From an optimization exercise on the open Yosys and OpenROAD flow, aimed at small area; shortcuts taken in it are not production practice.
Where RTL was checked, it was by simulation tests only, not by an equivalence proof against the original.
Power and IR drop assume default switching activity.

==> flow/design.v <==
module port_ingress_buffer #(
  parameter  int DATA_WIDTH = 128,
  parameter  int PORT_NUB   = 16,
  parameter  int PORT_ID    = 3,
  parameter  int FIFO_DEPTH = 8,
  localparam int PW         = $clog2(PORT_NUB),
  localparam int CW         = $clog2(FIFO_DEPTH) + 1,
  localparam int WIDTH_PORT = 2*PW + DATA_WIDTH
) (
  input  logic                         clk,
  input  logic                         rst_n,
  input  logic                         in_valid,
  output logic                         in_ready,
  input  logic [PW-1:0]                in_rx_port,
  input  logic [DATA_WIDTH-1:0]        in_data,
  input  logic                         slot_start,
  input  logic                         grant,
  output logic [WIDTH_PORT-1:0]        port_out,
  output logic                         req_valid,
  output logic [CW-1:0]                fifo_count,
  output logic                         drop_err,
  output logic [7:0]                   stall_cnt
);
  localparam int                    PTRW  = CW - 1;
  localparam int                    EW    = PW + DATA_WIDTH;
  localparam logic [PW-1:0]         MY_ID = PW'(PORT_ID);
  logic [EW-1:0]         r_mem [FIFO_DEPTH];
  logic [PTRW-1:0]       r_wr_ptr;
  logic [PTRW-1:0]       r_rd_ptr;
  logic [FIFO_DEPTH-1:0] r_sel;        
  logic [CW-1:0]         r_count;
  logic                  r_drop_err;
  logic                  r_req_valid;
  logic [7:0]            r_stall;
  logic                  w_in_ready;
  logic                  w_push;
  logic                  w_loopback;
  logic                  w_store;
  logic                  w_pop;
  logic                  w_offer;
  logic [PTRW-1:0]       w_rd_nxt;
  logic [EW-1:0]         w_head;
  assign w_in_ready = !r_count[CW-1] && rst_n;
  assign w_push     = in_valid && w_in_ready;
  assign w_loopback = (in_rx_port == MY_ID);
  assign w_store    = w_push && !w_loopback;
  assign w_pop      = r_req_valid && grant;
  assign w_offer    = slot_start && (r_req_valid ? (grant && (r_count > CW'(1)))
                                                 : (r_count != '0));
  localparam int NWQ = 4;
  localparam int WQW = (EW + NWQ - 1) / NWQ;
  logic [EW-1:0] w_wdata;
  logic [1:0]    w_we_hi;
  logic [3:0]    w_we_lo;
  assign w_wdata = {in_rx_port, in_data};
  assign w_we_hi = {w_store && r_wr_ptr[2], w_store && !r_wr_ptr[2]};
  for (genvar j = 0; j < 4; j++) begin : g_lo
    assign w_we_lo[j] = (r_wr_ptr[1:0] == 2'(j));
  end
  for (genvar i = 0; i < FIFO_DEPTH; i++) begin : g_wr
    for (genvar q = 0; q < NWQ; q++) begin : g_q
      localparam int LO = q * WQW;
      localparam int HI = ((q + 1) * WQW < EW) ? (q + 1) * WQW - 1 : EW - 1;
      logic w_we;
      pib_and2 u_en (.a(w_we_hi[i / 4]), .b(w_we_lo[i % 4]), .y(w_we));
      always_ff @(posedge clk) begin
        if (w_we) r_mem[i][HI:LO] <= w_wdata[HI:LO];
      end
    end
  end
  always_ff @(posedge clk) begin
    if (!rst_n) begin
      r_wr_ptr    <= '0;
      r_rd_ptr    <= '0;
      r_sel       <= '0;
      r_count     <= '0;
      r_drop_err  <= 1'b0;
      r_req_valid <= 1'b0;
      r_stall     <= 8'd0;
    end else begin
      if (w_store) r_wr_ptr <= r_wr_ptr + 1'b1;
      r_rd_ptr   <= w_rd_nxt;
      r_count    <= r_count + CW'(w_store) - CW'(w_pop);
      r_drop_err <= w_push && w_loopback;
      if (!r_req_valid || grant) begin
        r_req_valid <= w_offer;
        for (int i = 0; i < FIFO_DEPTH; i++)
          r_sel[i] <= w_offer && (w_rd_nxt == PTRW'(i));
      end
      if (w_pop)
        r_stall <= 8'd0;
      else if (r_req_valid && slot_start && (r_stall != 8'hFF))
        r_stall <= r_stall + 8'd1;
    end
  end
  assign w_rd_nxt = r_rd_ptr + PTRW'(w_pop);
  logic [EW-1:0] w_g0_n, w_g1_n;
  for (genvar b = 0; b < EW; b++) begin : g_rd
    pib_aoi222 u_g0 (.a0(r_mem[0][b]), .s0(r_sel[0]), .a1(r_mem[1][b]), .s1(r_sel[1]),
                     .a2(r_mem[2][b]), .s2(r_sel[2]), .y(w_g0_n[b]));
    pib_aoi222 u_g1 (.a0(r_mem[3][b]), .s0(r_sel[3]), .a1(r_mem[4][b]), .s1(r_sel[4]),
                     .a2(r_mem[5][b]), .s2(r_sel[5]), .y(w_g1_n[b]));
    pib_rd_tail u_t (.g0_n(w_g0_n[b]), .g1_n(w_g1_n[b]), .a0(r_mem[6][b]), .s0(r_sel[6]),
                     .a1(r_mem[7][b]), .s1(r_sel[7]), .y(w_head[b]));
  end
  assign in_ready   = w_in_ready;
  assign port_out   = {w_head[EW-1:DATA_WIDTH] | (MY_ID & {PW{!r_req_valid}}),
                       MY_ID, w_head[DATA_WIDTH-1:0]};
  assign req_valid  = r_req_valid;
  assign fifo_count = r_count;
  assign drop_err   = r_drop_err;
  assign stall_cnt  = r_stall;
endmodule
module pib_aoi222 (
  input  logic a0, s0, a1, s1, a2, s2,
  output logic y
);
  assign y = ~((a0 & s0) | (a1 & s1) | (a2 & s2));
endmodule
module pib_rd_tail (
  input  logic g0_n, g1_n, a0, s0, a1, s1,
  output logic y
);
  assign y = ~(g0_n & g1_n & ~((a0 & s0) | (a1 & s1)));
endmodule
module pib_and2 (
  input  logic a, b,
  output logic y
);
  assign y = a & b;
endmodule
Settings: LEC_CHECK=0, CAP_MARGIN=20, CORE_MARGIN=2, CORE_UTILIZATION=65, CTS_BUF_LIST=sky130_fd_sc_hd__clkbuf_8, CTS_CLUSTER_DIAMETER=65, CTS_CLUSTER_SIZE=19, SLEW_MARGIN=20, SYNTH_HIERARCHICAL=1, SYNTH_MINIMUM_KEEP_SIZE=0; clock period 4.0 ns.
standard.sh (not shown) runs the stock make flow with config.mk's settings and CLKGATE_MAP_FILE= SYNTH_SCRIPT=/design/flow/synth_recipe.tcl, a recipe that flattens the netlist after the stock synthesis.
==> flow/flow/run.sh <==
#!/bin/bash
# Standard ORFS layout (the standard.sh, standard synthesis unchanged), with
# every input and output port buffered by a minimum-size buffer cell instead
# of the cell buffer_ports picks by default, and no dummy clock loads in CTS.
set -euo pipefail
export BUFFER_PORTS_ARGS="-buffer_cell sky130_fd_sc_hd__buf_1"
export CTS_ARGS="-sink_clustering_enable -repair_clock_nets -dont_use_dummy_load -buf_list sky130_fd_sc_hd__clkbuf_8 -sink_clustering_size 19 -sink_clustering_max_diameter 65"
bash standard.sh > standard.log 2>&1
The baseline finished with timing, DRC and antenna clean.
Rerun with:
--- a/flow/design.v
+++ b/flow/design.v
@@ -45,11 +45,11 @@
   assign w_loopback = (in_rx_port == MY_ID);
   assign w_store    = w_push && !w_loopback;
   assign w_pop      = r_req_valid && grant;
   assign w_offer    = slot_start && (r_req_valid ? (grant && (r_count > CW'(1)))
                                                  : (r_count != '0));
-  localparam int NWQ = 4;
+  localparam int NWQ = 2;
   localparam int WQW = (EW + NWQ - 1) / NWQ;
   logic [EW-1:0] w_wdata;
   logic [1:0]    w_we_hi;
   logic [3:0]    w_we_lo;
   assign w_wdata = {in_rx_port, in_data};
=>
- The new run completed without violations
- count of clock-buffer cells in the layout does not change
- non-clock buffer count went up by 6
- sequential power stays flat
- sequential share of layout area stays flat
- critical path depth stays the same
Only the layout flow was run in the second run of this note; the RTL was not checked for function there.

==> what the ideal ports hide <==
The flow's constraints put no driver on any port. The routed layouts listed below were extracted and timed again, unchanged, in two steps.
Step 1 sets driving cells, clkbuf_16 on the clock port and buf_2 on the other inputs (assumed; they add their load-dependent delay and slew).
Step 2 also shifts input and output timing later by t, the mid clock arrival at the registers, as if the neighbouring blocks saw the same clock.
Three values: ideal ports, drivers, drivers and shift; two values: the first two.
| run | t, ns | slack for setup (ns) | pins driven straight from the clock port |
|---|---|---|---|
| the first run | 0.718 | 0.582 / 0.519 / 0.872 | 1 |
| the second run | 0.717 | 0.595 / 0.535 / 0.584 | 1 |
After both steps every run listed still meets setup and hold. The setup slack of the second run, which loses most, moves by -0.060 ns with the drivers and by -0.011 ns with both steps.
